Context: an optimization exercise on an open-source flow, tuned for small area, a short achievable clock period and few clock cycles. The choices shown serve that exercise and are no tape-out recipe. In this exercise RTL edits were held to simulation tests only and were not proved equivalent to the original. No activity file was given, so power comes from the tool's default toggle rates.

==> flow/design.v <==
`default_nettype none
package strm_pkg;
  typedef logic [128-1:0] data_t;
  typedef logic [32-1:0] addr_t;
  typedef logic [32-1:0]  len_t;
  typedef logic [8-1:0]  tag_t;
  typedef logic [$clog2(256):0]                  req_len_t;   
  typedef logic [32-$clog2(16)-1:0]     beat_cnt_t;  
  typedef logic [$clog2(16)-1:0]                chunk_cnt_t;  
  typedef enum logic [2:0] {
    IDLE,
    REQ_A,
    WAIT_A_ACK,
    REQ_B,
    WAIT_B_ACK,
    WAIT_DONE,
    DRAIN
  } seq_state_t;
endpackage
`default_nettype wire
`timescale 1ns/100ps
`default_nettype none
module sys_user_stream_top
(
  input  logic     clk_i,
  input  logic     rst_n,
  input  logic     strm_en_i,
  input  strm_pkg::addr_t    dma_src_addr_i,
  input  strm_pkg::len_t     dma_len_i,
  output logic     dma_done_o,
  input  logic     dma_done_ack_i,
  output logic     dma_rd_req_o,
  output strm_pkg::addr_t    dma_rd_req_addr_o,
  output strm_pkg::req_len_t dma_rd_req_len_o,
  output strm_pkg::tag_t     dma_tag_o,
  input  logic     dma_req_ack_i,
  input  logic     dma_data_valid_i,
  input  strm_pkg::tag_t     dma_tag_i,
  input  strm_pkg::data_t    dma_data_i,
  output logic     stream_valid_o,
  input  logic     stream_ready_i,
  output strm_pkg::data_t    stream_data_o
);
  localparam int NM = 16 - 1;     
  logic          act;         
  logic [16:0]   rem;         
  logic          tagb;        
  logic [4:0]    len_b;       
  logic [4:0]    out;         
  strm_pkg::data_t mem [NM];
  logic [NM-1:0] wp;          
  logic [NM-1:0] rp;          
  logic [3:0]    cnt;         
  logic          ne;          
  logic          start;
  logic [16:0]   src_rem;
  logic          nxt_tagb;
  logic          is_last;
  logic [4:0]    nxt_len;
  logic          out_free;
  logic [5:0]    occ_nxt;
  logic          present;
  logic          acc;
  logic          hit;
  logic          take;
  logic          oe;          
  logic          move;
  logic          byp;
  logic          wr;
  strm_pkg::data_t rd;
  assign start    = strm_en_i && !act && !dma_done_o;
  assign src_rem  = act ? rem : dma_len_i[20:4];
  assign nxt_tagb = act && !tagb;
  assign is_last  = (src_rem[16:4] == '0) || (src_rem == 17'd16);
  assign nxt_len  = is_last ? src_rem[4:0] : 5'd16;
  assign acc      = dma_rd_req_o && dma_req_ack_i;
  assign hit      = dma_data_valid_i && (dma_tag_i[7:2] == '0) && (dma_tag_i[1] != dma_tag_i[0]);
  assign out_free = (out == '0) || ((out == 5'd1) && hit);
  assign take     = stream_valid_o && stream_ready_i;
  assign oe       = !stream_valid_o || stream_ready_i;
  assign move     = ne && oe;
  assign byp      = hit && !ne && oe;
  assign wr       = hit && !byp;
  assign occ_nxt  = 6'(cnt) + 6'(stream_valid_o && !stream_ready_i) + 6'(hit) + 6'(nxt_len);
  assign present  = (act || start) && (src_rem != '0) && !dma_rd_req_o && out_free
                    && (occ_nxt <= 6'(16));
  assign dma_rd_req_len_o = {len_b, 4'b0};
  assign dma_tag_o        = {6'b0, tagb, !tagb};
  always_ff @(posedge clk_i)
  begin
    if (!rst_n)
    begin
      act          <= 1'b0;
      dma_done_o   <= 1'b0;
      dma_rd_req_o <= 1'b0;
      out          <= '0;
    end
    else
    begin
      if (start)
      begin
        dma_rd_req_addr_o <= dma_src_addr_i;
        act               <= (src_rem != '0);
        dma_done_o        <= (src_rem == '0);       
        tagb              <= 1'b1;                  
        rem               <= src_rem;
      end
      else if (acc)
        dma_rd_req_addr_o[31:8] <= dma_rd_req_addr_o[31:8] + 24'd1;
      if (present)
      begin
        dma_rd_req_o <= 1'b1;
        tagb         <= nxt_tagb;
        len_b        <= nxt_len;
        rem          <= is_last ? '0 : {src_rem[16:4] - 13'd1, src_rem[3:0]};
        out          <= nxt_len;
      end
      else
      begin
        if (acc)
          dma_rd_req_o <= 1'b0;
        if (hit)
          out <= out - 5'd1;
      end
      if (act && !dma_rd_req_o && (rem == '0) && out_free)
      begin
        act        <= 1'b0;
        dma_done_o <= 1'b1;
      end
      if (dma_done_o && !strm_en_i && dma_done_ack_i)
        dma_done_o <= 1'b0;
    end
  end
  always_ff @(posedge clk_i)
  begin
    for (int i = 0; i < NM; i++)
      if (wr && wp[i])
        mem[i] <= dma_data_i;
  end
  always_comb
  begin
    rd = '0;
    for (int i = 0; i < NM; i++)
      rd = rd | (mem[i] & {128{rp[i]}});
  end
  always_ff @(posedge clk_i)
  begin
    if (!rst_n)
    begin
      wp             <= NM'(1);
      rp             <= NM'(1);
      cnt            <= '0;
      ne             <= 1'b0;
      stream_valid_o <= 1'b0;
    end
    else
    begin
      if (wr)
        wp <= {wp[NM-2:0], wp[NM-1]};
      if (move)
        rp <= {rp[NM-2:0], rp[NM-1]};
      cnt <= cnt + 4'(wr) - 4'(move);
      ne  <= (cnt + 4'(wr) - 4'(move)) != '0;
      if (move || byp)
        stream_valid_o <= 1'b1;
      else if (take)
        stream_valid_o <= 1'b0;
    end
  end
  always_ff @(posedge clk_i)
  begin
    if (move || byp)
      stream_data_o <= ne ? rd : dma_data_i;
  end
endmodule
`default_nettype wire
==> flow/run.sh <==
#!/bin/bash
# synth_recipe.tcl (not shown) runs the flow's synth.tcl, then flattens the netlist and writes it again
# the make line also repeats each setting of config.mk as NAME=value (left out here)
make -C /OpenROAD-flow-scripts/flow DESIGN_CONFIG=/design/flow/config.mk WORK_HOME=/design/flow/orfs CLKGATE_MAP_FILE= SYNTH_SCRIPT=/design/flow/synth_recipe.tcl finish
==> flow/config.mk <==
export PLATFORM = sky130hd
export DESIGN_NAME = sys_user_stream_top
export DESIGN_NICKNAME = sys_user_stream_top
export VERILOG_FILES = /design/flow/design.v
export SDC_FILE = /design/flow/constraint.sdc
export NUM_CORES = 4
export LEC_CHECK = 0
export CAP_MARGIN = 20
export CORE_MARGIN = 2
export CORE_UTILIZATION = 40
export SLEW_MARGIN = 20
==> flow/constraint.sdc <==
create_clock -name core_clock -period 5.5 [get_ports {clk_i}]
set_input_delay 1.1000 -clock core_clock [delete_from_list [all_inputs] [get_ports {clk_i}]]
set_output_delay 1.1000 -clock core_clock [all_outputs]
set_load 0.01 [all_outputs]
==> run_results.csv, run 1 <==
group,metric,value,unit
status,run_status,"finished clean",
setup_path,critPathSlowestCell,"a2111o_1",
clock_tree,cts_max_level,4,
setup_path,crit_path_end_kind,"register",
sta,setup_viol,0,
cells_and_area,drive_gt1_share,9.83,%
yosys,syn_inst,4250,
sta,period_share,87.9,%
setup_path,cp_top_family,"compound AO/OA/AOI/OAI gates",
detailed_routing,totalWireLength,225,mm
job,maxCapViolCount,0,
power_and_ir_drop,ir_drop,0.311,mV
floorplanning,chipHeight,446,µm
yosys,synth_top_area_share,80.8,%
floorplanning,coreArea,195000,µm²
sta,fmax,207,MHz
clock_tree,clockBufferDepth,3,
yosys,ys_top_cells_by_count,"2,103 x edfxtp_1, 588 x a22oi_1, 231 x nand4_1, 217 x clkbuf_1, 211 x nand2_1",
detailed_routing,antenna_left,0,
clock_tree,path_clk_slew,0.06,ns
setup_path,path_depth,14,
sta,hold_viol,0,
power_and_ir_drop,p_leak,28.7,nW
yosys,synth_edf_count,2103,
clock_tree,post_cts_buffers,0,
yosys,syn_avg_cell_area,18.4,µm²
floorplanning,start_util,40.2,%
yosys,synth_top_family_by_area,"compound AO/OA/AOI/OAI gates",
detailed_routing,first_pass_iters,5,
sta,skew,0.0491,ns
setup_path,crit_arrival,5.44,ns
clock_tree,cts_tree,"yes",
yosys,synthDistinctLibCells,58,
yosys,synth-compound-area-share,11.4,%
detailed_routing,drtIter0Drc,5020,
yosys,synthFlopType,"edfxtp_1",
detailed_routing,viasPerCell,5.99,
global_route,grt_pass1_vias,44256,
global_route,grt.total_usage,22.3,%
setup_path,cp_common_cell,"nor2_1",
yosys,synth_area_leaders,"edfxtp_1 81%, a22oi_1 5.6%, nand4_1 1.8%, a22o_1 1.7%, a221oi_1 1.7%",
global_route,grt_remaining_overflow,0,
yosys,yosysMostFrequentCell,"edfxtp_1",
setup_path,crit_end,"rem[2]$_DFFE_PP_",
sta,slew_violations,0,
sta,period_minus_slack,4.84,ns
yosys,synth.largest_area_cell,"edfxtp_1",
detailed_routing,post-route-drc-count,0,
setup_path,crit_path_cell_trace,"buf_4 > nor3_1 > o22ai_1 > a2111o_1 > nor2_1 > ha_1 > fa_1 > a21o_1 > a21oi_1 > xnor2_1 > a2111o_1 > buf_4 > nor2_1 > nor2_1",
global_route,grt_max_degree,119,
clock_tree,numCtsBuffers,210,
yosys,synthesis.area,78200,µm²
placement,gp_congestion,0.795,
global_route,grt_pass1_wl,321,mm
clock_tree,ctsHoldBuffers,0,
yosys,ys_seq_elements,2147,
placement,place_area,85700,µm²
sta,worst-slew-pin-transition,1.09,ns
yosys,seq_area_frac_synth,81.9,%
floorplanning,fp.dieW,446,µm
clock_tree,clock_latency,0.87,ns
yosys,synthSimpleGateAreaFrac,4.09,%
setup_path,startpoint_type,"register",
setup_path,path_class,"register to register",
power_and_ir_drop,power,38.6,mW
placement,io_buffers,361,
setup_path,r2r_slack,0.66,ns
floorplanning,die_area,199000,µm²
setup_path,critPathLaunch,"act$_SDFFE_PP0P_",
cells_and_area,fin_nets,4920,
placement,hpwlAfterDp,114,mm
sta,relSlewSlack,27.1,%
floorplanning,row_count,162,
power_and_ir_drop,powerDensity,416,nW/µm²
setup_path,r2r-end,"rem[2]$_DFFE_PP_",
cells_and_area,fin_area,92700,µm²
setup_path,worst-path-buf-inv,2,
sta,rsz0062_at_grt,"false",
cells_and_area,area_growth,18.6,%
yosys,synth_fa_ha_area_share,0.365,%
yosys,muxShareOfSynthArea,0.363,%
detailed_routing,vias,44501,
floorplanning,pin_count,387,
setup_path,required,6.10,ns
setup_path,rr_startpoint,"act$_SDFFE_PP0P_",
detailed_routing,wire_per_inst,30.3,µm
global_route,antenna_found_initial,34,
setup_path,max_stage_delay,0.68,ns
yosys,yosys.area_share.xor_xnor,0.359,%
clock_tree,clkSinkCount,2147,
clock_tree,cts.repair.resized,0,
yosys,synth-warning-count,2,
cells_and_area,fin_util,47.6,%
worst_hold_path,hold_path.class,"register to register",
clock_tree,root_buffer,"clkbuf_16",
sta,timing.setup.tns,0,ns
setup_path,ff2ff_path_depth,14,
setup_path,worstPathMaxFanout,19,
yosys,async_flop_share,0,%
## flip-flops by register name, indices dropped and copies added, names as in the netlist, 4 cells and up
register,flops
rem,17
stream_data_o,128
cnt,4
wp,15
dma_rd_req_addr_o,32
out,5
len_b,5
rp,15
mem,1920
## logic make-up after synthesis
kind of cell	count (synthesis)
compound gates	1122
other cells	1
mux	28
simple gates	606
fa+ha+maj	21
xor+xnor	32
buf+inv	293
flops	2147
## how the worst min path moves through the flow
stage | to | slack [ns] | from | cells past startpoint
6_report | wp[0]$_SDFFE_PN1P_ | 0.47 | wp[0]$_SDFFE_PN1P_ | 2
5_1_grt | wp[0]$_SDFFE_PN1P_ | 0.51 | wp[0]$_SDFFE_PN1P_ | 2
4_1_cts | wp[0]$_SDFFE_PN1P_ | 0.47 | wp[0]$_SDFFE_PN1P_ | 2
3_5_place_dp | wp[0]$_SDFFE_PN1P_ | 0.46 | wp[0]$_SDFFE_PN1P_ | 2
3_3_place_gp | wp[0]$_SDFFE_PN1P_ | 0.45 | wp[0]$_SDFFE_PN1P_ | 2
2_1_floorplan | wp[0]$_SDFFE_PN1P_ | 0.43 | wp[0]$_SDFFE_PN1P_ | 2
## cell usage in the layout, fill, tap and decap left out, types with 6 or more instances in the layout
master / n
nand3_1: 38
clkinv_2: 38
clkbuf_1: 52
conb_1: 10
clkinv_1: 42
o21a_1: 17
bufinv_16: 23
dfxtp_1: 28
o22a_1: 128
dfxtp_4: 16
mux2i_1: 25
clkdlybuf4s50_1: 361
clkbuf_16: 213
a221oi_1: 154
ha_1: 18
clkinv_16: 10
a22oi_1: 588
diode_2: 12
nand2b_1: 7
and2_1: 22
clkinvlp_4: 6
buf_12: 54
nor4_1: 6
buf_4: 81
nor2_1: 28
xor2_1: 15
a22o_1: 155
nand4_1: 231
nor3_1: 14
a21boi_0: 17
edfxtp_1: 2103
a21oi_1: 11
and2_4: 15
inv_1: 18
nand2_1: 211
o21ai_0: 30
xnor2_1: 17
## through the flow
step | hold slack, ns | instances | setup slack, ns
detailed placement | 0.456 | 7022 | -0.000777
CTS | 0.470 | 7415 | 0.707
global route | 0.509 | 7425 | 0.355
finish | 0.469 | 7427 | 0.664
global placement | 0.449 | 7022 | -0.0117
floorplan | 0.430 | 4259 | -0.0684
## final cells by class
type / instances / area, µm²
Fill cell: 16207 / 102000
Sequential cell: 2147 / 64100
Multi-Input combinational cell: 1819 / 13000
Clock buffer: 266 / 5540
Timing Repair Buffer: 496 / 5300
Tap cell: 2542 / 3180
Clock inverter: 127 / 1470
Inverter: 18 / 67.6
Antenna cell: 12 / 30.0
## power breakdown
part,total [mW],internal (mW),switching (mW)
clock,14.5,8.26,6.28
sequential,19.4,18.8,0.541
combinational,4.68,2.04,2.65
## tightest hold or removal path: stages (launching register included)
cell and delay (ns):
dfxtp_1 0.32, nand2_1 0.05, nand3b_1 0.07
## layer usage
layer	wire [µm]	track usage, %	up-vias
li1	-	-	18690
met1	94100	30.8	23444
met2	109000	36.6	2022
met3	17000	3.69	321
met4	4760	5.98	24
met5	126	0	-
Testbench counts, summed over its fixed seeds: cycles 31,821.
==> run 2: changes to the inputs <==
--- a/flow/design.v
+++ b/flow/design.v
@@ -45,3 +45,8 @@
   logic          act;         
-  logic [16:0]   rem;         
+  logic          pend;        
+  logic [12:0]   full_left;   
+  logic          fl_nz;       
+  logic          fl_one;      
+  logic [3:0]    tail;        
+  logic [4:0]    room;        
   logic          tagb;        
@@ -49,2 +54,4 @@
   logic [4:0]    out;         
+  logic          out0;        
+  logic          out1;        
   strm_pkg::data_t mem [NM];
@@ -54,9 +61,8 @@
   logic          ne;          
+  logic [4:0]    occ;         
   logic          start;
-  logic [16:0]   src_rem;
-  logic          nxt_tagb;
-  logic          is_last;
-  logic [4:0]    nxt_len;
+  logic [4:0]    nlen;
+  logic          fl_nz_n;
   logic          out_free;
-  logic [5:0]    occ_nxt;
+  logic          space_ok;
   logic          present;
@@ -71,9 +77,5 @@
   assign start    = strm_en_i && !act && !dma_done_o;
-  assign src_rem  = act ? rem : dma_len_i[20:4];
-  assign nxt_tagb = act && !tagb;
-  assign is_last  = (src_rem[16:4] == '0) || (src_rem == 17'd16);
-  assign nxt_len  = is_last ? src_rem[4:0] : 5'd16;
   assign acc      = dma_rd_req_o && dma_req_ack_i;
   assign hit      = dma_data_valid_i && (dma_tag_i[7:2] == '0) && (dma_tag_i[1] != dma_tag_i[0]);
-  assign out_free = (out == '0) || ((out == 5'd1) && hit);
+  assign out_free = out0 || (out1 && hit);
   assign take     = stream_valid_o && stream_ready_i;
@@ -83,5 +85,14 @@
   assign wr       = hit && !byp;
-  assign occ_nxt  = 6'(cnt) + 6'(stream_valid_o && !stream_ready_i) + 6'(hit) + 6'(nxt_len);
-  assign present  = (act || start) && (src_rem != '0) && !dma_rd_req_o && out_free
-                    && (occ_nxt <= 6'(16));
+  always_comb
+  begin
+    if (hit && !take)
+      space_ok = (occ < room);
+    else if (take && !hit)
+      space_ok = (occ <= room + 5'd1);
+    else
+      space_ok = (occ <= room);
+  end
+  assign present  = pend && !dma_rd_req_o && out_free && space_ok;
+  assign nlen     = fl_nz ? 5'd16 : {1'b0, tail};
+  assign fl_nz_n  = fl_nz && !fl_one;               
   assign dma_rd_req_len_o = {len_b, 4'b0};
@@ -93,2 +104,3 @@
       act          <= 1'b0;
+      pend         <= 1'b0;
       dma_done_o   <= 1'b0;
@@ -96,2 +108,4 @@
       out          <= '0;
+      out0         <= 1'b1;
+      out1         <= 1'b0;
     end
@@ -102,6 +116,11 @@
         dma_rd_req_addr_o <= dma_src_addr_i;
-        act               <= (src_rem != '0);
-        dma_done_o        <= (src_rem == '0);       
-        tagb              <= 1'b1;                  
-        rem               <= src_rem;
+        act               <= (dma_len_i[20:4] != '0);
+        pend              <= (dma_len_i[20:4] != '0);
+        dma_done_o        <= (dma_len_i[20:4] == '0);   
+        tagb              <= 1'b1;                      
+        full_left         <= dma_len_i[20:8];
+        fl_nz             <= (dma_len_i[20:8] != '0);
+        fl_one            <= (dma_len_i[20:8] == 13'd1);
+        tail              <= dma_len_i[7:4];
+        room              <= (dma_len_i[20:8] != '0) ? 5'd0 : 5'd16 - {1'b0, dma_len_i[7:4]};
       end
@@ -112,6 +131,17 @@
         dma_rd_req_o <= 1'b1;
-        tagb         <= nxt_tagb;
-        len_b        <= nxt_len;
-        rem          <= is_last ? '0 : {src_rem[16:4] - 13'd1, src_rem[3:0]};
-        out          <= nxt_len;
+        tagb         <= !tagb;
+        len_b        <= nlen;
+        out          <= nlen;
+        out0         <= 1'b0;
+        out1         <= (nlen == 5'd1);
+        if (fl_nz)
+        begin
+          full_left <= full_left - 13'd1;
+          fl_nz     <= fl_nz_n;
+          fl_one    <= (full_left == 13'd2);
+          pend      <= fl_nz_n || (tail != '0);
+          room      <= fl_nz_n ? 5'd0 : 5'd16 - {1'b0, tail};
+        end
+        else
+          pend      <= 1'b0;
       end
@@ -122,5 +152,9 @@
         if (hit)
-          out <= out - 5'd1;
-      end
-      if (act && !dma_rd_req_o && (rem == '0) && out_free)
+        begin
+          out  <= out - 5'd1;
+          out0 <= out1;
+          out1 <= (out == 5'd2);
+        end
+      end
+      if (act && !pend && !dma_rd_req_o && out_free)
       begin
@@ -153,2 +187,3 @@
       ne             <= 1'b0;
+      occ            <= '0;
       stream_valid_o <= 1'b0;
@@ -163,2 +198,3 @@
       ne  <= (cnt + 4'(wr) - 4'(move)) != '0;
+      occ <= occ + 5'(hit) - 5'(take);
       if (move || byp)
--- a/flow/config.mk
+++ b/flow/config.mk
@@ -9,3 +9,4 @@
 export CORE_MARGIN = 2
-export CORE_UTILIZATION = 40
+export CORE_UTILIZATION = 50
+export SETUP_SLACK_MARGIN = 2.7
 export SLEW_MARGIN = 20
==> run_results.csv, run 2 <==
group,metric,value,unit
clock_tree,clockBufferDepth,3,
placement,place_area,85500,µm²
clock_tree,path_clk_slew,0.06,ns
worst_hold_path,hold_path.class,"register to register",
detailed_routing,vias,45630,
placement,gp_congestion,0.790,
detailed_routing,first_pass_iters,10,
sta,slew_violations,0,
cells_and_area,largest_register_ffs,1920,
global_route,grt_pass1_vias,44759,
setup_path,r2r_slack,2.61,ns
placement,dpl_worst_slack,0.884,ns
global_route,grt_pass1_wl,323,mm
yosys,syn_inst,4354,
cells_and_area,top_register,"mem",
power_and_ir_drop,powerDensity,410,nW/µm²
setup_path,required,6.09,ns
global_route,use_met2,45.0,%
power_and_ir_drop,ir_drop,0.369,mV
cells_and_area,final_common_cell,"edfxtp_1",
placement,dp.cells,6608,
placement,hpwlAfterDp,106,mm
yosys,async_flop_share,0,%
yosys,synth.largest_area_cell,"edfxtp_1",
clock_tree,clkSinkCount,2162,
clock_tree,cts_max_level,4,
yosys,synthesis.area,78700,µm²
setup_path,path_class,"register to register",
floorplanning,coreArea,156000,µm²
floorplanning,pin_count,387,
detailed_routing,totalWireLength,226,mm
floorplanning,chipHeight,401,µm
cells_and_area,final_cell_mix,"2,110 x edfxtp_1, 580 x a22oi_1, 234 x nand4_1, 228 x nand2_1, 216 x clkbuf_16",
global_route,grt_max_degree,104,
sta,rsz0062_at_grt,"true",
detailed_routing,post-route-drc-count,0,
global_route,antenna_found_initial,27,
cells_and_area,fin_area,93700,µm²
sta,timing.setup.tns,0,ns
detailed_routing,antenna_left,0,
cells_and_area,drive_gt1_share,11.9,%
global_route,grt_remaining_overflow,0,
clock_tree,root_buffer,"clkbuf_16",
status,run_status,"finished clean",
global_route,grt.total_usage,27.7,%
sta,skew,0.0228,ns
placement,io_buffers,361,
yosys,synth_top_area_share,80.5,%
cells_and_area,fin_nets,5111,
detailed_routing,drtIter0Drc,5169,
setup_path,crit_arrival,3.49,ns
yosys,synthDistinctLibCells,56,
yosys,ys_top_cells_by_count,"2,110 x edfxtp_1, 580 x a22oi_1, 239 x nand2_1, 234 x nand4_1, 213 x clkbuf_1",
floorplanning,start_util,50.4,%
sta,period_minus_slack,2.89,ns
global_route,met1_usage,39.2,%
sta,fmax,346,MHz
yosys,yosysMostFrequentCell,"edfxtp_1",
yosys,synth_area_leaders,"edfxtp_1 80%, a22oi_1 5.5%, nand4_1 1.9%, a221oi_1 1.8%, a22o_1 1.8%",
clock_tree,clock_latency,0.85,ns
sta,setup_viol,0,
setup_path,startpoint_type,"register",
detailed_routing,viasPerCell,6.42,
cells_and_area,fill_cells,11610,
sta,worst_slack,2.61,ns
cells_and_area,area_growth,19.0,%
job,maxCapViolCount,0,
clock_tree,cts_tree,"yes",
yosys,seq_area_frac_synth,81.8,%
yosys,synth_edf_count,2110,
cells_and_area,fin_cells,7111,
global_route,grt-busiest-layer,"met2",
cells_and_area,reg_top3,"mem (1920), stream_data_o (128), dma_rd_req_addr_o (32)",
clock_tree,numCtsBuffers,212,
yosys,ys_seq_elements,2162,
clock_tree,ctsHoldBuffers,0,
yosys,synthFlopType,"edfxtp_1",
power_and_ir_drop,p_leak,29.7,nW
sta,worst-slew-pin-transition,1.20,ns
yosys,synth-warning-count,2,
global_route,gr-usage-met3,4.92,%
floorplanning,fp.dieW,401,µm
floorplanning,row_count,145,
sta,period_share,52.6,%
setup_path,worstPathMaxFanout,6,
yosys,syn_avg_cell_area,18.1,µm²
floorplanning,die_area,161000,µm²
sta,hold_viol,0,
setup_path,crit_path_end_kind,"register",
detailed_routing,wire_per_inst,31.7,µm
sta,relSlewSlack,20.2,%
==> run 2: cell count changes after synthesis, moves of 10 or more <==
cell	change
a21boi_0	-17
a21oi_1	+44
and2_1	-29
ha_1	+11
inv_1	+35
mux2i_1	-20
nand2_1	+28
nand3_1	+22
nor2_1	+10
o21a_1	-16
==> run 2: path summary, 6_finish.rpt <==
path	end	start	depth (start not counted)
worst max-delay path	full_left[5]$_DFFE_PP_	room[1]$_DFFE_PP_	10
worst min-delay path	wp[11]$_SDFFE_PN0N_	wp[11]$_SDFFE_PN0N_	2
worst max register to register	full_left[5]$_DFFE_PP_	room[1]$_DFFE_PP_	10
worst min register to register	wp[11]$_SDFFE_PN0N_	wp[11]$_SDFFE_PN0N_	2
==> run 2: area by class of cell <==
type / instances / area, µm² / area share (%)
tap: 2058 / 2570 / 2.75
inverter: 53 / 264 / 0.282
sequential: 2162 / 64500 / 68.8
timing repair buffer: 568 / 6370 / 6.80
timing repair inverter: 2 / 12.5 / 0.0134
clock buffer: 262 / 5610 / 5.99
clock inverter: 127 / 981 / 1.05
multi-input combinational: 1874 / 13400 / 14.3
antenna: 5 / 12.5 / 0.0134
==> run 2: through the flow <==
| stage | hold slack, ns | total power, mW | utilization, % |
|---|---|---|---|
| 2_1_floorplan | 0.437 | 22.2 | - |
| 3_3_place_gp | 0.450 | 25.0 | 54.7 |
| 3_5_place_dp | 0.450 | 25.0 | 54.7 |
| 4_1_cts | 0.459 | 38.5 | 59.7 |
| 5_1_grt | 0.478 | 39.7 | 59.9 |
| 6_report | 0.465 | 38.4 | 59.9 |
==> run 2: cell families after synthesis <==
kind of cell / after synthesis / share of synthesized area, %
adder cells (fa/ha/maj): 31 / 0.512
other: 1 / 0.00476
flip-flops: 2162 / 81.8
AO/OA/AOI/OAI: 1148 / 11.4
AND/OR/NAND/NOR: 635 / 4.11
multiplexers: 8 / 0.106
buffers and inverters: 329 / 1.63
XOR/XNOR: 40 / 0.445
==> run 2: metal layers <==
layer  wire length, µm  vias up  share of wire (%)
met2            109000     2190                 48
li1                  -    19211                  -
met1             93200    23895                 41
met5               148        -              0.066
met3             19200      310                8.5
met4              4420       24                2.0
==> run 2: critical path, cell delays in order, from the launching register on <==
cell and delay, ns:
edfxtp_1 0.37, ha_2 0.21, nand3_2 0.09, xnor2_2 0.16, ha_1 0.33, nand4_1 0.14
o221ai_1 0.20, a211oi_2 0.30, and3_4 0.31, mux2_4 0.32, o221a_4 0.21
==> run 2: report_power, final <==
group | internal, mW | leakage, nW | switching [mW]
clock | 7.77 | 3.22 | 6.07
sequential | 19.0 | 19.5 | 0.487
combinational | 2.05 | 6.98 | 3.02
total | 28.8 | 29.7 | 9.57
==> run 2: timing repair <==
action	4_1_cts	5_1_grt
gates cloned	16	1
pin swaps	14	17
setup buffers	79	13
resized for setup	240	42
hold endpoints to repair	0	0
setup endpoints to repair	2188	1537
Testbench counts of run 2, summed over its fixed seeds: cycles 31,690.

re-timing with driven ports:
No port has a modelled driver above. Below, the same layouts with a new extraction and two added sets of constraints. Step 1 sets driving cells, clkbuf_16 on the clock port and buf_2 on the other inputs (assumed; they add their load-dependent delay and slew). Step 2, shift: input delay + t, output delay - t, t = (earliest + latest rising clock arrival at the registers) / 2. This alone moves slack from input paths to output paths. a / b / c = ideal / step 1 / step 2; a / b = the first two.
run	shift t [ns]	setup slack, ns	hold WS [ns]	latest minus earliest clock arrival (ns)
run 1	0.930	0.664 / 0.664 / -0.064	0.469 / 0.469 / 0.469	0.050 / 0.050
run 2	0.923	2.606 / 2.606 / 1.754	0.465 / 0.465 / 0.465	0.029 / 0.029
With both steps, setup timing fails in run 1, where it was met with ideal ports. For run 2, which loses most, drivers alone change the setup slack by 0.000 ns; drivers and shift together by -0.852 ns.
